This is an optimization exercise on Yosys and OpenROAD, whose aim is small area, a short achievable clock period and few clock cycles per item, not a production implementation. Function was checked by simulation only, so behaviour that the tests miss may differ from the original.

==> inputs of v7 <==
Design joint_angle_cosine, start of the top module:
module joint_angle_cosine (
    input  logic                         i_clk,
    input  logic                         i_rst_n,
    input  logic                         i_pt_valid,
    output logic                         o_pt_ready,
    input  logic signed [COORD_BITS-1:0] i_end1_x,
    input  logic signed [COORD_BITS-1:0] i_end1_y,
    input  logic signed [COORD_BITS-1:0] i_end1_z,
    input  logic signed [COORD_BITS-1:0] i_vertex_x,
    input  logic signed [COORD_BITS-1:0] i_vertex_y,
    input  logic signed [COORD_BITS-1:0] i_vertex_z,
    input  logic signed [COORD_BITS-1:0] i_end2_x,
    input  logic signed [COORD_BITS-1:0] i_end2_y,
    input  logic signed [COORD_BITS-1:0] i_end2_z,
    output logic                         o_cos_valid,
    input  logic                         i_cos_ready,
    output logic signed [COS_BITS-1:0]   o_cos_cosine_q14,
    output logic                         o_cos_degenerate
);
clock: 7.0 ns
lec_check: 0
cap_margin: 20
core_margin: 2
core_utilization: 55
setup_slack_margin: 3.3
slew_margin: 20
run.sh (not shown) runs the stock make flow with config.mk's settings and CLKGATE_MAP_FILE= SYNTH_SCRIPT=/design/flow/synth_recipe.tcl, a recipe that flattens the netlist after the stock synthesis.
==> inputs of v35, as changes to v7 <==
CORE_UTILIZATION = 60   (was 55)
CTS_BUF_LIST = sky130_fd_sc_hd__clkbuf_8   (was default)
SETUP_SLACK_MARGIN = 3.5   (was 3.3)
==> results.txt <==
item	v35	v7
Result of the run	finished clean	finished clean
Placed wire-length estimate after detailed placement	353000 microns	354000 microns
Transition time of the tightest slew-check pin	1.00 ns	1.22 ns
CLK BUF	752	541
TritonRoute pass-1 iters	6	7
Initial Utilization	60.3%	55.2%
Fraction of final layout cells with drive strength greater than 1	12.2%	7.97%
Time the final worst path needs with I/O delays and setup	3.52 ns	3.63 ns
Smallest setup slack after layout	3.48 ns	3.37 ns
Maximum number of pins on one net before global-route repair	123	107
Overall Global Routing Usage	28.6%	26.2%
Number of antenna violations at the first check in global routing	17	10
Via Count	129000	125000
Testbench counts of v7, summed over its fixed seeds: cycles 4,124, items 4,000.
Testbench counts of v35, summed over its fixed seeds: cycles 4,124, items 4,000.

---

==> v12 <==
joint_angle_cosine, a different RTL version from the one above (not shown whole).
==> flow/design.v (excerpt) <==
module joint_angle_cosine (
    input  logic                         i_clk,
    input  logic                         i_rst_n,
    input  logic                         i_pt_valid,
    output logic                         o_pt_ready,
    input  logic signed [COORD_BITS-1:0] i_end1_x,
    input  logic signed [COORD_BITS-1:0] i_end1_y,
    input  logic signed [COORD_BITS-1:0] i_end1_z,
    input  logic signed [COORD_BITS-1:0] i_vertex_x,
    input  logic signed [COORD_BITS-1:0] i_vertex_y,
    input  logic signed [COORD_BITS-1:0] i_vertex_z,
    input  logic signed [COORD_BITS-1:0] i_end2_x,
    input  logic signed [COORD_BITS-1:0] i_end2_y,
    input  logic signed [COORD_BITS-1:0] i_end2_z,
    output logic                         o_cos_valid,
    input  logic                         i_cos_ready,
    output logic signed [COS_BITS-1:0]   o_cos_cosine_q14,
    output logic                         o_cos_degenerate
);
export LEC_CHECK = 0
export CAP_MARGIN = 20
export CORE_MARGIN = 2
export CORE_UTILIZATION = 45
export CTS_BUF_LIST = sky130_fd_sc_hd__clkbuf_16
export CTS_CLUSTER_DIAMETER = 130
export CTS_CLUSTER_SIZE = 26
export SETUP_SLACK_MARGIN = 3.6
export SLEW_MARGIN = 20
export SYNTH_HIERARCHICAL = 1
create_clock -name core_clock -period 7.0 [get_ports {i_clk}]
==> v11: changes against v12 <==
Settings changed: CORE_UTILIZATION 45 to 55, CTS_BUF_LIST sky130_fd_sc_hd__clkbuf_16 to unset, CTS_CLUSTER_DIAMETER 130 to unset, CTS_CLUSTER_SIZE 26 to unset, SETUP_SLACK_MARGIN 3.6 to 3.3.
==> results.yml <==
critical_path:
  cp-startpoint: "r_iend10_s1[0]$_DFF_P_"
  worstSetupEndpoint: "r_xc0_s2[4]$_DFF_P_"
run_status:
  outcome: "complete, no violations"
layout:
  nClkBuffers: 532
route:
  wirelength_um: 466000
  wl_met1_um: 203000
  viasPerCell: 5.34
(the above is from v11)
==> results.yml <==
critical_path:
  cp-startpoint: "r_R_s23[34]$_DFF_P_"
  worstSetupEndpoint: "r_R_s24[34]$_DFF_P_"
route:
  viasPerCell: 5.13
  wl_met1_um: 203000
run_status:
  outcome: "complete, no violations"
(the above is from v12)
Testbench counts of v12, summed over its fixed seeds: cycles 4,124, items 4,000.
Testbench counts of v11, summed over its fixed seeds: cycles 4,124, items 4,000.

---

==> onyx <==
joint_angle_cosine again, from the RTL that the note above started with.
Design joint_angle_cosine, start of the top module:
module joint_angle_cosine (
    input  logic                         i_clk,
    input  logic                         i_rst_n,
    input  logic                         i_pt_valid,
    output logic                         o_pt_ready,
    input  logic signed [COORD_BITS-1:0] i_end1_x,
    input  logic signed [COORD_BITS-1:0] i_end1_y,
    input  logic signed [COORD_BITS-1:0] i_end1_z,
    input  logic signed [COORD_BITS-1:0] i_vertex_x,
    input  logic signed [COORD_BITS-1:0] i_vertex_y,
    input  logic signed [COORD_BITS-1:0] i_vertex_z,
    input  logic signed [COORD_BITS-1:0] i_end2_x,
    input  logic signed [COORD_BITS-1:0] i_end2_y,
    input  logic signed [COORD_BITS-1:0] i_end2_z,
    output logic                         o_cos_valid,
    input  logic                         i_cos_ready,
    output logic signed [COS_BITS-1:0]   o_cos_cosine_q14,
    output logic                         o_cos_degenerate
);
export LEC_CHECK = 0
export CAP_MARGIN = 20
export CORE_MARGIN = 2
export CORE_UTILIZATION = 55
export CTS_BUF_LIST = sky130_fd_sc_hd__clkbuf_16
export CTS_CLUSTER_DIAMETER = 130
export CTS_CLUSTER_SIZE = 26
export SETUP_SLACK_MARGIN = 3.6
export SLEW_MARGIN = 20
export SYNTH_HIERARCHICAL = 1
create_clock -name core_clock -period 7.0 [get_ports {i_clk}]
==> juniper (differences from onyx) <==
CORE_UTILIZATION = 38   (was 55)
==> cedar (differences from onyx) <==
CTS_CLUSTER_DIAMETER = 110   (was 130)
CTS_CLUSTER_SIZE = 22   (was 26)
==> indigo (differences from onyx) <==
CTS_CLUSTER_DIAMETER = 110   (was 130)
CTS_CLUSTER_SIZE = 22   (was 26)
SETUP_SLACK_MARGIN = 3.8   (was 3.6)
==> comparison <==
juniper finished clean. indigo completed without violations. cedar ran to the end with no violations. onyx went through all stages and came out clean. Worst setup slack: cedar is worse than indigo (0.053 ns). The highest final cell count belongs to juniper, the lowest to onyx. In synthesized cell count, onyx and cedar do not differ. Via count: juniper < onyx < cedar < indigo. In area after synthesis, juniper and cedar do not differ. Core utilization: juniper is lower than indigo (21 points). First-iteration DRC count: indigo < onyx < cedar < juniper. The lowest wire length belongs to juniper, the highest to indigo. Register-to-register slack: onyx is better than cedar (0.04 ns).
Testbench counts of onyx, summed over its fixed seeds: cycles 4,124, items 4,000.
Testbench counts of juniper, summed over its fixed seeds: cycles 4,124, items 4,000.
Testbench counts of cedar, summed over its fixed seeds: cycles 4,124, items 4,000.
Testbench counts of indigo, summed over its fixed seeds: cycles 4,124, items 4,000.

==> re-timing with driven ports <==
The results above use ideal ports. As a check the final layouts listed here were re-extracted and re-timed, cells and wires unchanged.
Step 1 (the two cells are an assumption about what drives the block):
set clk [get_ports {i_clk}]
set_driving_cell -lib_cell sky130_fd_sc_hd__clkbuf_16 $clk
set_driving_cell -lib_cell sky130_fd_sc_hd__buf_2 [delete_from_list [all_inputs] $clk]
Step 2, shift: input delay + t, output delay - t, t = (earliest + latest rising clock arrival at the registers) / 2. This alone moves slack from input paths to output paths.
Three values: ideal ports, drivers, drivers and shift; two values: the first two.
run	t (ns)	setup slack, ns	hold WS [ns]	worst setup path at the end	worst data-port slew with drivers (ns)
v7	1.047	3.372 / 3.372 / 2.607	0.283 / 0.283 / 0.283	input to register	0.06
v35	1.286	3.478 / 3.478 / 2.551	0.267 / 0.267 / 0.267	input to register	0.10
v12	1.034	3.483 / 3.483 / 2.776	0.272 / 0.272 / 0.272	input to register	0.10
v11	1.050	3.298 / 3.298 / 2.624	0.281 / 0.281 / 0.281	input to register	0.06
onyx	1.020	3.470 / 3.470 / 2.981	0.286 / 0.286 / 0.286	input to register	0.07
juniper	1.034	3.579 / 3.579 / 2.987	0.242 / 0.242 / 0.242	input to register	0.08
cedar	1.031	3.429 / 3.429 / 2.969	0.269 / 0.269 / 0.269	input to register	0.07
indigo	1.034	3.482 / 3.482 / 3.140	0.294 / 0.294 / 0.294	input to register	0.07
After both steps setup and hold are still met in every run listed. For v35, which loses most, drivers alone change the setup slack by 0.000 ns; drivers and shift together by -0.927 ns.
